Background: an optimization exercise with open tools, aiming at small area. Do not read the settings as production practice.
Only simulation tests tie the RTL to the original design; equivalence was not proved.

==> inputs of run E <==
## home_inventory_event_engine
module home_inventory_event_engine
#(
  parameter int NCH        = DEF_NCH,
  parameter int SW         = DEF_SW,
  parameter int TSW        = DEF_TSW,
  parameter int CW         = DEF_CW,
  parameter int FIFO_DEPTH = DEF_FIFO_DEPTH
) (
  input  logic                           clk,
  input  logic                           rst,
  input  logic                           sample_valid,
  input  logic [TSW-1:0]                 ts_now,
  input  logic [NCH-1:0]                 evt_en,
  input  logic [NCH-1:0]                 edge_mode,
  input  logic [NCH*SW-1:0]              thresh_flat,
  input  logic [NCH*SW-1:0]              hyst_flat,
  input  logic [NCH*SW-1:0]              sample_flat,
  input  logic [NCH-1:0]                 clr_counts,
  output logic [NCH*CW-1:0]              evt_count_flat,
  output logic [NCH*TSW-1:0]             last_delta_flat,
  output logic [NCH*TSW-1:0]             last_ts_ch_flat,
  output logic [TSW-1:0]                 last_ts,
  output logic                           rd_valid,
  input  logic                           rd_ready,
  output logic [NCH-1:0]                 rd_mask,
  output logic [TSW-1:0]                 rd_ts,
  output logic [$clog2(FIFO_DEPTH):0]    fifo_level,
  output logic                           fifo_overflow,
  output logic [DROP_CNT_W-1:0]          drop_count,
  input  logic                           ovf_clr
);
  logic [NCH-1:0]   w_hit_mask;
  logic [TSW-1:0]   r_last_ts;
  logic             w_push;
  logic [TSW-1:0]   w_ts_n;
  assign w_ts_n = ~ts_now;
  genvar gi;
  for (gi = 0; gi < NCH; gi = gi + 1) begin : g_ch
    logic            r_rise;
    logic            r_fired;
    logic            r_seen;
    logic [CW-1:0]   r_count;
    logic [TSW-1:0]  r_last_ts_ch;
  ...
Settings: LEC_CHECK=0, CAP_MARGIN=20, CORE_MARGIN=2, CORE_UTILIZATION=40, SLEW_MARGIN=20; clock period 8.0 ns.
run.sh (not shown) runs the stock make flow with config.mk's settings and CLKGATE_MAP_FILE= SYNTH_SCRIPT=/design/flow/synth_recipe.tcl, a recipe that flattens the netlist after the stock synthesis.
==> run X (differences from run E) <==
==> flow/design.v (replaced) <==
package home_inventory_event_engine_pkg;
  localparam int DEF_NCH        = 8;
  localparam int DEF_SW         = 32;
  localparam int DEF_TSW        = 32;
  localparam int DEF_CW         = 16;
  localparam int DEF_FIFO_DEPTH = 16;
  localparam int DROP_CNT_W     = 16;
  localparam int REC_TS_LSB = 0;
  typedef enum logic {
    CH_ARMED = 1'b0,
    CH_FIRED = 1'b1
  } ch_state_e;
endpackage
import home_inventory_event_engine_pkg::*;
module home_inventory_evt_fifo
#(
  parameter int W     = 40,
  parameter int DEPTH = 16
) (
  input  logic                    clk,
  input  logic                    rst,
  input  logic                    i_push,
  input  logic [W-1:0]            i_data,
  output logic                    o_valid,
  input  logic                    i_ready,
  output logic [W-1:0]            o_data,
  output logic [$clog2(DEPTH):0]  o_level,
  output logic                    o_overflow,
  output logic [DROP_CNT_W-1:0]   o_drop_count,
  input  logic                    i_ovf_clr
);
  localparam int AW = $clog2(DEPTH);
  logic [W-1:0]            r_mem [DEPTH];
  logic [AW:0]             r_wr_ptr;
  logic [AW:0]             r_rd_ptr;
  logic                    r_overflow;
  logic [DROP_CNT_W-1:0]   r_drop_cnt;
  logic [AW:0]             w_level;
  logic                    w_full;
  logic                    w_valid;
  logic                    w_pop;
  logic                    w_wr;
  logic                    w_drop;
  assign w_level = r_wr_ptr - r_rd_ptr;
  assign w_full  = (w_level == (AW+1)'(DEPTH));
  assign w_valid = (w_level != '0);
  assign w_pop   = w_valid & i_ready;
  assign w_wr    = i_push & (~w_full | w_pop);
  assign w_drop  = i_push & w_full & ~w_pop;
  always_ff @(posedge clk) begin
    if (w_wr) begin
      r_mem[r_wr_ptr[AW-1:0]] <= i_data;
    end
  end
  always_ff @(posedge clk) begin
    if (rst) begin
      r_wr_ptr   <= '0;
      r_rd_ptr   <= '0;
      r_overflow <= 1'b0;
      r_drop_cnt <= '0;
    end else begin
      if (w_wr) begin
        r_wr_ptr <= r_wr_ptr + 1'b1;
      end
      if (w_pop) begin
        r_rd_ptr <= r_rd_ptr + 1'b1;
      end
      if (w_drop) begin
        r_overflow <= 1'b1;
        if (i_ovf_clr) begin
          r_drop_cnt <= DROP_CNT_W'(1);
        end else if (r_drop_cnt != '1) begin
          r_drop_cnt <= r_drop_cnt + 1'b1;
        end
      end else if (i_ovf_clr) begin
        r_overflow <= 1'b0;
        r_drop_cnt <= '0;
      end
    end
  end
  assign o_valid      = w_valid;
  assign o_data       = w_valid ? r_mem[r_rd_ptr[AW-1:0]] : '0;
  assign o_level      = w_level;
  assign o_overflow   = r_overflow;
  assign o_drop_count = r_drop_cnt;
endmodule
import home_inventory_event_engine_pkg::*;
module home_inventory_event_engine
#(
  parameter int NCH        = DEF_NCH,
  parameter int SW         = DEF_SW,
  parameter int TSW        = DEF_TSW,
  parameter int CW         = DEF_CW,
  parameter int FIFO_DEPTH = DEF_FIFO_DEPTH
) (
  input  logic                           clk,
  input  logic                           rst,
  input  logic                           sample_valid,
  input  logic [TSW-1:0]                 ts_now,
  input  logic [NCH-1:0]                 evt_en,
  input  logic [NCH-1:0]                 edge_mode,
  input  logic [NCH*SW-1:0]              thresh_flat,
  input  logic [NCH*SW-1:0]              hyst_flat,
  input  logic [NCH*SW-1:0]              sample_flat,
  input  logic [NCH-1:0]                 clr_counts,
  output logic [NCH*CW-1:0]              evt_count_flat,
  output logic [NCH*TSW-1:0]             last_delta_flat,
  output logic [NCH*TSW-1:0]             last_ts_ch_flat,
  output logic [TSW-1:0]                 last_ts,
  output logic                           rd_valid,
  input  logic                           rd_ready,
  output logic [NCH-1:0]                 rd_mask,
  output logic [TSW-1:0]                 rd_ts,
  output logic [$clog2(FIFO_DEPTH):0]    fifo_level,
  output logic                           fifo_overflow,
  output logic [DROP_CNT_W-1:0]          drop_count,
  input  logic                           ovf_clr
);
  localparam int REC_W    = NCH + TSW;
  localparam int MASK_LSB = REC_TS_LSB + TSW;
  logic [NCH-1:0]   w_hit_mask;
  logic [TSW-1:0]   r_last_ts;
  logic [REC_W-1:0] w_push_rec;
  logic [REC_W-1:0] w_head_rec;
  logic             w_push;
  genvar gi;
  for (gi = 0; gi < NCH; gi = gi + 1) begin : g_ch
    home_inventory_event_engine_pkg::ch_state_e       r_state;
    home_inventory_event_engine_pkg::ch_state_e       w_state_nxt;
    home_inventory_event_engine_pkg::ch_state_e       w_state_eff;
    logic            r_en_d;
    logic            r_rise_pend;
    logic            r_seen;
    logic [CW-1:0]   r_count;
    logic [TSW-1:0]  r_last_ts_ch;
    logic [TSW-1:0]  r_last_delta;
    logic [SW-1:0]   w_sample;
    logic [SW-1:0]   w_thresh;
    logic [SW-1:0]   w_hyst;
    logic [SW-1:0]   w_rearm;
    logic            w_en;
    logic            w_rise;
    logic            w_over;
    logic            w_hit;
    logic            w_seen_eff;
    logic [TSW-1:0]  w_last_ts_eff;
    assign w_sample = sample_flat[gi*SW +: SW];
    assign w_thresh = thresh_flat[gi*SW +: SW];
    assign w_hyst   = hyst_flat[gi*SW +: SW];
    assign w_en     = evt_en[gi];
    assign w_over   = (w_sample >= w_thresh);
    assign w_rearm  = (w_thresh > w_hyst) ? (w_thresh - w_hyst) : '0;
    assign w_rise        = w_en & (r_rise_pend | ~r_en_d);
    assign w_seen_eff    = r_seen & ~w_rise;
    assign w_last_ts_eff = w_rise ? '0 : r_last_ts_ch;
    always_comb begin
      w_state_eff = r_state;
      w_state_nxt = r_state;
      w_hit       = 1'b0;
      if (!w_en || !edge_mode[gi]) begin
        w_state_nxt = CH_ARMED;
      end
      if (w_en && sample_valid) begin
        if (w_rise) begin
          w_state_eff = CH_ARMED;
        end
        if (!edge_mode[gi]) begin
          w_hit = w_over;
        end else begin
          case (w_state_eff)
            CH_ARMED: begin
              w_hit       = w_over;
              w_state_nxt = w_over ? CH_FIRED : CH_ARMED;
            end
            CH_FIRED: begin
              w_state_nxt = (w_sample < w_rearm) ? CH_ARMED : CH_FIRED;
            end
            default: w_state_nxt = CH_ARMED;
          endcase
        end
      end
    end
    always_ff @(posedge clk) begin
      if (rst) begin
        r_state      <= CH_ARMED;
        r_en_d       <= 1'b0;
        r_rise_pend  <= 1'b0;
        r_seen       <= 1'b0;
        r_count      <= '0;
        r_last_ts_ch <= '0;
        r_last_delta <= '0;
      end else begin
        r_state     <= w_state_nxt;
        r_en_d      <= w_en;
        r_rise_pend <= w_rise & ~sample_valid;
        if (sample_valid && w_rise) begin
          r_seen       <= 1'b0;
          r_last_ts_ch <= '0;
          r_last_delta <= '0;
        end
        if (w_hit) begin
          r_last_delta <= w_seen_eff ? (ts_now - w_last_ts_eff) : '0;
          r_last_ts_ch <= ts_now;
          r_seen       <= 1'b1;
        end
        if (clr_counts[gi]) begin
          r_count <= w_hit ? CW'(1) : '0;
        end else if (w_hit && (r_count != '1)) begin
          r_count <= r_count + CW'(1);
        end
      end
    end
    assign w_hit_mask[gi]                 = w_hit;
    assign evt_count_flat[gi*CW +: CW]    = r_count;
    assign last_delta_flat[gi*TSW +: TSW] = r_last_delta;
    assign last_ts_ch_flat[gi*TSW +: TSW] = r_last_ts_ch;
  end
  always_ff @(posedge clk) begin
    if (rst) begin
      r_last_ts <= '0;
    end else if (|w_hit_mask) begin
      r_last_ts <= ts_now;
    end
  end
  assign last_ts = r_last_ts;
  assign w_push = sample_valid & (|w_hit_mask);
  always_comb begin
    w_push_rec                         = '0;
    w_push_rec[MASK_LSB +: NCH]        = w_hit_mask;
    w_push_rec[REC_TS_LSB +: TSW]      = ts_now;
  end
  home_inventory_evt_fifo #(
    .W     (REC_W),
    .DEPTH (FIFO_DEPTH)
  ) u_evt_fifo (
    .clk          (clk),
    .rst          (rst),
    .i_push       (w_push),
    .i_data       (w_push_rec),
    .o_valid      (rd_valid),
    .i_ready      (rd_ready),
    .o_data       (w_head_rec),
    .o_level      (fifo_level),
    .o_overflow   (fifo_overflow),
    .o_drop_count (drop_count),
    .i_ovf_clr    (ovf_clr)
  );
  assign rd_mask = w_head_rec[MASK_LSB +: NCH];
  assign rd_ts   = w_head_rec[REC_TS_LSB +: TSW];
endmodule
==> run notes <==
Run E died in I/O pin placement (3_2_place_iop), error PPL-0024. Run X completed with no timing, DRC or antenna violations. In run E the area after synthesis is smaller than in run X, by about 26%. In run X the synthesized cell count is larger than in run E, by 63%.

-- what the ideal ports hide --
No port has a modelled driver above. Below, the same layout with a new extraction and two added sets of constraints. Step 1 sets driving cells, clkbuf_16 on the clock port and buf_2 on the other inputs (assumed; they add their load-dependent delay and slew). Step 2, shift: input delay + t, output delay - t, t = (earliest + latest rising clock arrival at the registers) / 2. This alone moves slack from input paths to output paths. Three values: ideal, step 1, step 2; two values: the first two.
run: run X
t (ns): 0.887
setup slack, ns: 1.156 / 1.090 / 0.202
worst setup path at the end: input to register
worst data-port slew with drivers (ns): 0.55
pins driven straight from the clock port: 1
After both steps run X still meets setup and hold. The setup slack of run X moves by -0.066 ns with the drivers and by -0.954 ns with both steps.
